What follows belongs to an exercise in optimizing a design on an open flow for a short achievable clock period and few clock cycles; a production flow would make more cautious choices.
The RTL was checked by simulation tests, not by an equivalence proof against the original design.
Power figures rest on the tool's default switching activity, not on a simulated workload.

[flow/design.v]
`timescale 1ns/10ps
module dcache_top (
    input  logic        clk,
    input  logic        resetn,
    input  logic        cpu_req_i,
    input  logic        cpu_we_i,
    input  logic [15:0] cpu_adr_i,
    input  logic [31:0] cpu_dat_i,
    input  logic [3:0]  cpu_sel_i,
    output logic        cpu_ack_o,
    output logic [31:0] cpu_dat_o,
    input  logic        mem_ready_i,
    input  logic        mem_wb_ack_i,
    input  logic        mem_rsp_valid_i,
    input  logic        mem_rsp_type_i,
    input  logic [31:0] mem_rsp_data_i,
    output logic        mem_rsp_ack_o,
    output logic        mem_req_valid_o,
    output logic [1:0]  mem_req_type_o,
    output logic [15:0] mem_req_adr_o,
    output logic [31:0] mem_req_data_o
);
    localparam logic [1:0] T_READ  = 2'd0;
    localparam logic [1:0] T_WB    = 2'd1;
    localparam logic [1:0] T_EVICT = 2'd2;
    localparam logic [2:0] J_IDLE  = 3'd0;
    localparam logic [2:0] J_WBREQ = 3'd1;
    localparam logic [2:0] J_BEAT  = 3'd2;
    localparam logic [2:0] J_EVREQ = 3'd3;
    localparam logic [2:0] J_RDREQ = 3'd4;
    localparam logic [2:0] J_RSP   = 3'd5;
    localparam logic [2:0] J_FILL  = 3'd6;
    logic [31:0][7:0]   tag_q;
    logic [31:0]        valid_q;
    logic [31:0]        dirty_q;
    logic [15:0]        ptr_q;
    logic [15:0][1:0]   vi_type_q;
    logic [15:0][7:0]   vi_tag_q;
    logic [31:0][127:0] line_q;
    logic               ack_q;
    logic [31:0]        dat_q;
    logic               r_valid;
    logic               r_we;
    logic               r_lbm;       
    logic               r_emiss;     
    logic [15:0]        r_adr;
    logic [31:0]        r_dat;
    logic [3:0]         r_sel;
    logic [15:0]        r_soh;       
    logic [1:0]         r_hitw;      
    logic               r_vway;      
    logic [1:0]         r_vtype;     
    logic [7:0]         r_vtag;      
    logic [1:0]         r_otype;     
    logic [7:0]         r_otag;
    logic [3:0][31:0]   r_vdat;      
    logic               lb_valid;
    logic [7:0]         lb_tag;
    logic [3:0]         lb_set;
    logic [31:0]        lb_loc;      
    logic [3:0][31:0]   lb_dat;
    logic [3:0]         lb_arr;      
    logic [3:0][3:0]    lb_mask;     
    logic [31:0][3:0]   lb_wen;      
    logic [3:0]         lb_cpw;      
    logic [31:0][3:0][3:0] st_en;    
    logic [2:0]         js;
    logic [1:0]         jcnt;
    logic [11:0]        j_line;      
    logic [11:0]        v_line;      
    logic [3:0][31:0]   wb_buf;      
    logic               m_valid;
    logic [1:0]         m_type;
    logic [11:0]        m_line;
    logic [31:0]        m_data;
    assign cpu_ack_o       = ack_q;
    assign cpu_dat_o       = dat_q;
    assign mem_rsp_ack_o   = 1'b1;
    assign mem_req_valid_o = m_valid;
    assign mem_req_type_o  = m_type;
    assign mem_req_adr_o   = {m_line, 4'b0000};
    assign mem_req_data_o  = m_data;
    logic        capture;
    logic        fill_now;
    logic [1:0]  fill_word;
    logic        in_lbm;
    logic        in_hit;
    logic        fast_ld;
    logic [15:0] in_soh;
    logic [31:0] in_match;
    logic [1:0]  in_hitw;
    logic        in_ptr;
    logic [1:0]  in_valid, in_dirty;
    logic [7:0]  in_tag0, in_tag1;
    logic [1:0]  in_vtype;
    logic [7:0]  in_vtag;
    logic [1:0]  in_otype;
    logic [7:0]  in_otag;
    logic [31:0] in_aword0, in_aword1;
    logic [127:0] in_vline0, in_vline1;
    assign capture = cpu_req_i && !ack_q && !r_valid &&
                     !(cpu_we_i && fill_now && (cpu_adr_i[3:2] == fill_word));
    assign in_lbm  = lb_valid && (cpu_adr_i[15:4] == {lb_tag, lb_set});
    assign in_hit  = |in_hitw;
    assign fast_ld = capture && !cpu_we_i && (in_lbm ? lb_arr[cpu_adr_i[3:2]] : in_hit);
    always_comb begin
        for (int s = 0; s < 16; s++) begin
            in_soh[s] = (cpu_adr_i[7:4] == s);
        end
        for (int l = 0; l < 32; l++) begin
            in_match[l] = valid_q[l] && (tag_q[l] == cpu_adr_i[15:8]);
        end
        in_hitw   = '0;
        in_ptr    = 1'b0;
        in_valid  = '0;
        in_dirty  = '0;
        in_tag0   = '0;
        in_tag1   = '0;
        in_vtype  = '0;
        in_vtag   = '0;
        in_vline0 = '0;
        in_vline1 = '0;
        for (int s = 0; s < 16; s++) begin
            in_hitw   = in_hitw   | ({2{in_soh[s]}} & in_match[2*s +: 2]);
            in_ptr    = in_ptr    | (in_soh[s] & ptr_q[s]);
            in_valid  = in_valid  | ({2{in_soh[s]}} & valid_q[2*s +: 2]);
            in_dirty  = in_dirty  | ({2{in_soh[s]}} & dirty_q[2*s +: 2]);
            in_tag0   = in_tag0   | ({8{in_soh[s]}} & tag_q[2*s]);
            in_tag1   = in_tag1   | ({8{in_soh[s]}} & tag_q[2*s+1]);
            in_vtype  = in_vtype  | ({2{in_soh[s]}} & vi_type_q[s]);
            in_vtag   = in_vtag   | ({8{in_soh[s]}} & vi_tag_q[s]);
            in_vline0 = in_vline0 | ({128{in_soh[s]}} & line_q[2*s]);
            in_vline1 = in_vline1 | ({128{in_soh[s]}} & line_q[2*s+1]);
        end
        in_aword0 = in_vline0[32*cpu_adr_i[3:2] +: 32];
        in_aword1 = in_vline1[32*cpu_adr_i[3:2] +: 32];
        in_otype = !in_valid[!in_ptr] ? T_READ : in_dirty[!in_ptr] ? T_WB : T_EVICT;
        in_otag  = in_ptr ? in_tag0 : in_tag1;
    end
    logic [3:0]   r_set;
    logic [1:0]   r_word;
    logic [7:0]   r_tag;
    logic         r_hit;
    logic         r_hway;
    logic [127:0] vline;
    assign r_set  = r_adr[7:4];
    assign r_word = r_adr[3:2];
    assign r_tag  = r_adr[15:8];
    assign r_hit  = |r_hitw;
    assign r_hway = r_hitw[1];
    assign vline = r_vdat;
    logic       busy;
    logic       eng_avail;
    assign busy      = (js != J_IDLE);
    assign eng_avail = (js == J_IDLE) || ((js == J_FILL) && (jcnt == 2'd3));
    assign fill_now  = (js == J_FILL) || ((js == J_RSP) && mem_rsp_valid_i);
    assign fill_word = (js == J_FILL) ? jcnt : 2'd0;
    logic s_lb_st, s_lb_ld, s_arr_st, s_miss, r_done;
    logic launch_cap, launch_stall, launch;
    assign launch_cap   = capture && !in_lbm && !in_hit && eng_avail;
    assign launch_stall = r_valid && !r_lbm && !r_hit && !r_emiss && eng_avail;
    assign launch       = launch_cap || launch_stall;
    assign s_lb_st  = r_valid && r_lbm && r_we;
    assign s_lb_ld  = r_valid && r_lbm && !r_we &&
                      (lb_arr[r_word] || (fill_now && (fill_word == r_word)));
    assign s_arr_st = r_valid && !r_lbm && r_hit && r_we;
    assign s_miss   = r_valid && r_emiss;
    assign r_done   = s_lb_st || s_lb_ld || s_arr_st || (s_miss && r_we);
    logic [31:0] lb_word_fwd;
    always_comb begin
        for (int b = 0; b < 4; b++) begin
            lb_word_fwd[8*b +: 8] = (lb_arr[r_word] || lb_mask[r_word][b]) ?
                                    lb_dat[r_word][8*b +: 8] : mem_rsp_data_i[8*b +: 8];
        end
    end
    always_ff @(posedge clk) begin
        if (!resetn) begin
            ack_q   <= 1'b0;
            r_valid <= 1'b0;
        end else begin
            ack_q   <= fast_ld || (capture && cpu_we_i) || s_lb_ld;
            r_valid <= (capture && !fast_ld) || (r_valid && !r_done);
        end
    end
    always_ff @(posedge clk) begin
        if (!r_valid) begin
            r_we    <= cpu_we_i;
            r_adr   <= cpu_adr_i;
            r_dat   <= cpu_dat_i;
            r_sel   <= cpu_sel_i;
            r_lbm   <= in_lbm;
            r_soh   <= in_soh;
            r_hitw  <= in_hitw;
            r_vway  <= in_ptr;
            r_vtype <= in_vtype;
            r_vtag  <= in_vtag;
            r_otype <= in_otype;
            r_otag  <= in_otag;
            r_vdat  <= in_ptr ? in_vline1 : in_vline0;
        end else if (s_miss) begin
            r_lbm   <= 1'b1;
        end
        r_emiss <= launch;
        if (r_valid) begin
            dat_q <= lb_word_fwd;
        end else begin
            dat_q <= in_lbm ? lb_dat[cpu_adr_i[3:2]] : in_hitw[1] ? in_aword1 : in_aword0;
        end
    end
    always_ff @(posedge clk) begin
        for (int w = 0; w < 4; w++) begin
            for (int b = 0; b < 4; b++) begin
                if ((s_miss || s_lb_st) && r_we && (r_word == w) && r_sel[b]) begin
                    lb_dat[w][8*b +: 8] <= r_dat[8*b +: 8];
                end else if (fill_now && (fill_word == w) && !lb_mask[w][b]) begin
                    lb_dat[w][8*b +: 8] <= mem_rsp_data_i[8*b +: 8];
                end
            end
        end
        if (s_miss) begin
            lb_tag    <= r_tag;
            lb_set    <= r_set;
            for (int l = 0; l < 32; l++) begin
                lb_loc[l] <= r_soh[l/2] && ((l % 2) == r_vway);
            end
        end
    end
    always_ff @(posedge clk) begin
        if (!resetn) begin
            lb_valid <= 1'b0;
            lb_wen   <= '0;
            lb_cpw   <= '0;
            lb_arr   <= '0;
            lb_mask  <= '0;
        end else begin
            for (int l = 0; l < 32; l++) begin
                for (int w = 0; w < 4; w++) begin
                    lb_wen[l][w] <= lb_loc[l] && !s_miss &&
                                    ((s_lb_st && (r_word == w)) || (fill_now && (fill_word == w)));
                end
            end
            for (int w = 0; w < 4; w++) begin
                lb_cpw[w] <= !s_miss &&
                             ((s_lb_st && (r_word == w)) || (fill_now && (fill_word == w)));
            end
            if (s_miss) begin
                lb_valid <= 1'b1;
                lb_arr   <= 4'b0000;
                lb_mask  <= '0;
                if (r_we) lb_mask[r_word] <= r_sel;
            end else begin
                if (s_lb_st) begin
                    lb_mask[r_word] <= lb_mask[r_word] | r_sel;
                end
                if (fill_now) begin
                    lb_arr[fill_word] <= 1'b1;
                end
            end
        end
    end
    always_ff @(posedge clk) begin
        for (int l = 0; l < 32; l++) begin
            for (int w = 0; w < 4; w++) begin
                for (int b = 0; b < 4; b++) begin
                    st_en[l][w][b] <= capture && cpu_we_i && !in_lbm && in_soh[l/2] &&
                                      in_hitw[l % 2] && (cpu_adr_i[3:2] == w) && cpu_sel_i[b];
                end
            end
        end
    end
    logic [3:0][31:0] arr_wdat;
    always_comb begin
        for (int w = 0; w < 4; w++) begin
            arr_wdat[w] = lb_cpw[w] ? lb_dat[w] : r_dat;
        end
    end
    always_ff @(posedge clk) begin
        for (int l = 0; l < 32; l++) begin
            for (int w = 0; w < 4; w++) begin
                for (int b = 0; b < 4; b++) begin
                    if (lb_wen[l][w] || st_en[l][w][b]) begin
                        line_q[l][32*w + 8*b +: 8] <= arr_wdat[w][8*b +: 8];
                    end
                end
            end
        end
    end
    always_ff @(posedge clk) begin
        if (!resetn) begin
            tag_q   <= '0;
            valid_q <= '0;
            dirty_q <= '0;
            ptr_q   <= '0;
        end else begin
            for (int l = 0; l < 32; l++) begin
                if (s_miss && r_soh[l/2] && (r_vway == (l % 2))) begin
                    tag_q[l]   <= r_tag;
                    valid_q[l] <= 1'b1;
                    dirty_q[l] <= r_we;
                end
                if ((s_arr_st && r_soh[l/2] && r_hitw[l % 2]) || (s_lb_st && lb_loc[l])) begin
                    dirty_q[l] <= 1'b1;
                end
            end
            for (int s = 0; s < 16; s++) begin
                if (s_miss && r_soh[s]) begin
                    ptr_q[s] <= !r_vway;
                end
            end
        end
    end
    always_ff @(posedge clk) begin
        if (!resetn) begin
            vi_type_q <= '0;
            vi_tag_q  <= '0;
        end else begin
            for (int s = 0; s < 16; s++) begin
                if (s_miss && r_soh[s]) begin
                    vi_type_q[s] <= r_otype;
                    vi_tag_q[s]  <= r_otag;
                end
                if (s_arr_st && (r_hway == r_vway) && r_soh[s]) begin
                    vi_type_q[s] <= T_WB;
                end
            end
        end
    end
    logic [1:0]  l_type;
    logic [11:0] l_vline;
    logic [11:0] l_rdline;
    logic [2:0]  js_n;
    logic [1:0]  jcnt_n;
    always_comb begin
        if (!r_valid) begin
            l_type   = in_vtype;
            l_vline  = {in_vtag, cpu_adr_i[7:4]};
            l_rdline = cpu_adr_i[15:4];
        end else begin
            l_type   = r_vtype;
            l_vline  = {r_vtag, r_set};
            l_rdline = r_adr[15:4];
        end
    end
    always_comb begin
        js_n   = js;
        jcnt_n = jcnt;
        if (launch) begin
            js_n = (l_type == T_WB) ? J_WBREQ : (l_type == T_EVICT) ? J_EVREQ : J_RDREQ;
        end else begin
            case (js)
                J_WBREQ: if (mem_ready_i) begin
                    js_n   = J_BEAT;
                    jcnt_n = 2'd0;
                end
                J_BEAT: begin
                    jcnt_n = jcnt + 2'd1;
                    if (jcnt == 2'd3) js_n = J_RDREQ;
                end
                J_EVREQ: if (mem_ready_i) js_n = J_RDREQ;
                J_RDREQ: if (mem_ready_i) js_n = J_RSP;
                J_RSP: if (mem_rsp_valid_i) begin
                    js_n   = J_FILL;
                    jcnt_n = 2'd1;
                end
                J_FILL: begin
                    jcnt_n = jcnt + 2'd1;
                    if (jcnt == 2'd3) js_n = J_IDLE;
                end
                default: js_n = J_IDLE;
            endcase
        end
    end
    always_ff @(posedge clk) begin
        if (!resetn) begin
            js      <= J_IDLE;
            m_valid <= 1'b0;
        end else begin
            js      <= js_n;
            m_valid <= (js_n == J_WBREQ) || (js_n == J_BEAT) || (js_n == J_EVREQ) ||
                       (js_n == J_RDREQ);
        end
    end
    always_ff @(posedge clk) begin
        jcnt <= jcnt_n;
        if (eng_avail) begin
            j_line <= l_rdline;
            v_line <= l_vline;
            m_type <= l_type;
            m_line <= (l_type == T_READ) ? l_rdline : l_vline;
        end else begin
            m_type <= ((js_n == J_WBREQ) || (js_n == J_BEAT)) ? T_WB :
                      (js_n == J_EVREQ) ? T_EVICT : T_READ;
            m_line <= (js_n == J_RDREQ) ? j_line : v_line;
        end
        if (s_miss) begin
            wb_buf <= vline;
            m_data <= vline[31:0];
        end else begin
            m_data <= wb_buf[(js == J_BEAT) ? jcnt + 2'd1 : 2'd0];
        end
    end
endmodule
[flow/run.sh]
#!/bin/bash
# synth_recipe.tcl (not shown) runs the flow's synth.tcl, then flattens the netlist and writes it again
# the make line also repeats each setting of config.mk as NAME=value (left out here)
make -C /OpenROAD-flow-scripts/flow DESIGN_CONFIG=/design/flow/config.mk WORK_HOME=/design/flow/orfs CLKGATE_MAP_FILE= SYNTH_SCRIPT=/design/flow/synth_recipe.tcl finish
[flow/config.mk]
export PLATFORM = sky130hd
export DESIGN_NAME = dcache_top
export DESIGN_NICKNAME = dcache_top
export VERILOG_FILES = /design/flow/design.v
export SDC_FILE = /design/flow/constraint.sdc
export NUM_CORES = 4
export LEC_CHECK = 0
export ABC_CLOCK_PERIOD_IN_PS = 2500
export CAP_MARGIN = 20
export CORE_MARGIN = 2
export CORE_UTILIZATION = 30
export PLACE_DENSITY = 0.5
export SETUP_SLACK_MARGIN = 5
export SLEW_MARGIN = 20
export TNS_END_PERCENT = 100
[flow/constraint.sdc]
create_clock -name core_clock -period 8.0 [get_ports {clk}]
set_input_delay 1.6000 -clock core_clock [delete_from_list [all_inputs] [get_ports {clk}]]
set_output_delay 1.6000 -clock core_clock [all_outputs]
set_load 0.01 [all_outputs]
==> run notes <==
what timing repair did:
item                       4_1_cts  5_1_grt
setup endpoints to repair     1347     1031
pin swaps                      211      447
setup buffers                  360      208
hold buffers                     0        0
resized for setup             1811      876
gates cloned                   170       60
cell type report:
cell class / count / area, sq um
antenna: 90 / 225
multi-input combinational: 8006 / 59700
fill: 68524 / 459000
inverter: 49 / 279
sequential: 5883 / 164000
timing repair buffer: 1268 / 20000
tap: 9827 / 12300
timing repair inverter: 4 / 77.6
clock buffer: 881 / 17400
clock inverter: 254 / 2140
synthesized netlist by cell type, drive strengths merged (271+ instances only):
cell,count
and3,303
buf,517
or2,515
nand3,271
dfxtp,1248
a22o,495
a221oi,440
a21oi,469
clkbuf,529
edfxtp,4635
nand2,1469
xnor2,272
nor2,644
mux2,322
a22oi,1314
flip-flops by register name, summed over array words and instances, names as in the netlist, 32 cells and up:
register,cells
dat_q,32
dirty_q,32
lb_dat,128
lb_loc,32
lb_wen,128
line_q,4096
m_data,32
r_dat,32
r_vdat,128
st_en,512
tag_q,256
valid_q,32
vi_tag_q,128
vi_type_q,32
wb_buf,128
cell families (layout without fill, tap and decap cells):
| group | Yosys count | count (layout) | share of synthesized area, % |
|---|---|---|---|
| and+or+nand+nor | 3967 | 3978 | 8.77 |
| DFF | 5883 | 5883 | 74.1 |
| other | 2 | 95 | 0.00339 |
| adders and majority gates | 10 | 10 | 0.0565 |
| xor gates and xnor gates | 274 | 274 | 1.08 |
| AOI/OAI and AO/OA | 3126 | 3127 | 10.6 |
| buffers and inverters | 1095 | 2456 | 2.06 |
| muxes | 612 | 612 | 3.36 |
critical path: cells and delay by family:
| kind | cells | cell delay (ps) |
|---|---|---|
| AO/OA/AOI/OAI | 3 | 630 |
| buffers and inverters | 7 | 1190 |
| multiplexers | 1 | 330 |
| AND/OR/NAND/NOR | 3 | 860 |
cells in the final DEF, fill, tap and decap left out, types with 261 or more instances in the layout:
cell type,count
a21oi_1,436
a221oi_1,362
a22o_1,495
a22oi_1,1286
and3_1,293
buf_4,425
clkbuf_16,690
dfxtp_1,1170
edfxtp_1,4635
mux2_2,291
nand2_1,1399
nand3_1,261
nand4_1,263
nor2_4,298
or2_2,515
per-layer routing:
| layer | vias up | routed length, um | GRT usage (%) |
|---|---|---|---|
| li1 | 60104 | - | - |
| met1 | 80551 | 392000 | 35.1 |
| met2 | 11173 | 444000 | 38.4 |
| met3 | 1974 | 132000 | 6.41 |
| met4 | 40 | 64600 | 12.7 |
| met5 | - | 257 | 0 |
worst min path at each step:
stage,cells after the start,start,endpoint,slack [ps]
after detailed placement,0,r_vdat[103],wb_buf[103],400
after floorplan,0,r_vdat[100],wb_buf[100],400
after global routing,0,r_vdat[74],wb_buf[74],400
after global placement,0,r_vdat[104],wb_buf[104],400
final,0,r_vdat[64],wb_buf[64],380
after CTS,0,r_vdat[74],wb_buf[74],380
through the flow:
stage	utilization [%]	setup WS, ps	hold slack [ps]
floorplan	-	3600	400
global placement	31.9	1350	401
detailed placement	31.9	1340	405
CTS	36.6	4560	380
global route	37.5	4440	401
finish	37.6	4390	385
power groups by stage:
stage	combinational, uW	sequential, uW	clock [uW]
5_1_grt	6550	35000	29700
3_5_place_dp	5080	35600	0
6_report	6480	35000	28500
2_1_floorplan	2480	35100	0
3_3_place_gp	5020	35600	0
4_1_cts	5920	35000	28500
==> run_results.csv <==
group,metric,value,unit
worst_setup_path,cpMaxStageDelayCell,"nor2b_4",
timing,slew_headroom,12.6,%
power,intPower,52200,uW
worst_setup_path,r2r-end,"m_line[7]",
timing,tightest_slew,1310,ps
clock_network,cts_root_buf,"clkbuf_16",
worst_setup_path,cp_cell_sequence,"buf_16 -> buf_4 -> buf_12 -> buf_16 -> buf_12 -> nor2b_4 -> buf_4 -> a32oi_1 -> nor2_2 -> nor3_1 -> buf_4 -> mux2i_4 -> o211ai_1 -> a31oi_1",
timing,period_share,45.1,%
die,core_area,736000,sq um
grt,grt_overflow,0,
die,die_area,746000,sq um
logic_synthesis,yosys.area.top_type,"edfxtp_1",
drt,wl_per_cell,39.3,um
clock_network,clk_pin_slew,60,ps
grt,grt_max_degree,188,
logic_synthesis,synth.area.top_cells,"edfxtp_1 63%, dfxtp_1 11%, a22oi_1 4.5%",
power,power,70000,uW
logic_synthesis,synth_edf_count,4635,
drt,drt_iter0_markers,25988,
worst_setup_path,worstPathRequired,9070,ps
timing,rsz0062_at_grt,"true",
clock_network,cts_buffers,620,
clock_network,clockBufferDepth,4,
die,die_x,863,um
worst_setup_path,crit_start,"cpu_adr_i[5]",
grt,grt_pass1_vias,137310,
die,row_count,315,
grt,grt_pass1_wl,1310000,um
logic_synthesis,ys.warnings.count,1,
place,placed_area,235000,sq um
place,io_buffers,167,
grt,antenna_found_initial,138,
run,drv_cap,0,
logic_synthesis,synth-seq-area-share,74.1,%
power,peakVddDrop,251,uV
worst_setup_path,r2r_slack,4640,ps
place,hpwl,589000,um
worst_setup_path,crit_top_cell,"buf_4",
clock_network,clk_latency,1160,ps
logic_synthesis,syn_area,222000,sq um
worst_setup_path,timing.rr.start,"jcnt[1]",
power,switching_share,25.5,%
clock_network,cts_num_sinks,5883,
die,die_h,863,um
layout,syn_to_final_growth,24.8,%
worst_setup_path,critPathCapture,"dat_q[10]",
drt,ant_nets,0,
power,power_density,253,nW/um^2
place,place.gp.congestion,0.909,
layout,final_nets,15934,
logic_synthesis,ys_types,80,
layout,fin_cells,26262,
min_path,min_path_type,"flop to flop",
logic_synthesis,synth_top_cell_area_share,62.8,%
worst_setup_path,max_stage_delay,510,ps
timing,hold_viol,0,
logic_synthesis,synth_area_per_cell,14.8,sq um
timing,fmax,0.277,GHz
logic_synthesis,ys_seq_elements,5883,
timing,slew_viol_final,0,
timing,period_minus_slack,3610,ps
drt,drt_first_pass_iters,7,
logic_synthesis,synth_cells,14969,
place,dpl.cell_count,24238,
timing,skew,57.3,ps
worst_setup_path,reg2reg_depth,12,
drt,viasPerCell,5.86,
clock_network,cts_tree,"done",
worst_setup_path,cp_max_fo,9,
layout,drive_gt1_share,24.3,%
die,initial_core_util,30.1,%
worst_setup_path,arrival,4680,ps
drt,drt_wl_total,1030000,um
worst_setup_path,end_kind,"flop",
power,seqPwrFrac,50.0,%
grt,grt.total_usage,25.8,%
worst_setup_path,crit_type,"input pin to flop",
power,pwr-share-clk,40.7,%
layout,final_area,276000,sq um
timing,setup_viol,0,
clock_network,htreeDepth,6,
power,leakagePower,0.0923,uW
worst_setup_path,crit_path_start_kind,"input pin",
power,combPwrFrac,9.2,%
timing,setup-tns-final,0,ps
die,ios,177,
logic_synthesis,synthArstFlopShare,0,%
power,p_switching,17900,uW
status,outcome,"no timing/DRC/antenna violations",
drt,drc_errors,0,
logic_synthesis,yosys_most_used_dff,"edfxtp_1",
drt,num_vias,153842,
Testbench counts, summed over its fixed seeds: cycles 71,603.

## static timing again, ports no longer ideal
The flow's constraints put no driver on any port. The routed layout listed below was extracted and timed again, unchanged, in two steps. Step 1 sets driving cells, clkbuf_16 on the clock port and buf_2 on the other inputs (assumed; they add their load-dependent delay and slew). Step 2 also shifts input and output timing later by t, the mid clock arrival at the registers, as if the neighbouring blocks saw the same clock. Three values: ideal, step 1, step 2; two values: the first two.
t, ns: 1.265
setup slack, ns: 4.389 / 4.076 / 2.811
hold slack, ns: 0.385 / 0.385 / 0.385
worst setup path after step 2: input to register
worst data-port slew with drivers (ns): 0.60
After both steps setup and hold are still met in this run. For this run, drivers alone change the setup slack by -0.313 ns; drivers and shift together by -1.578 ns.
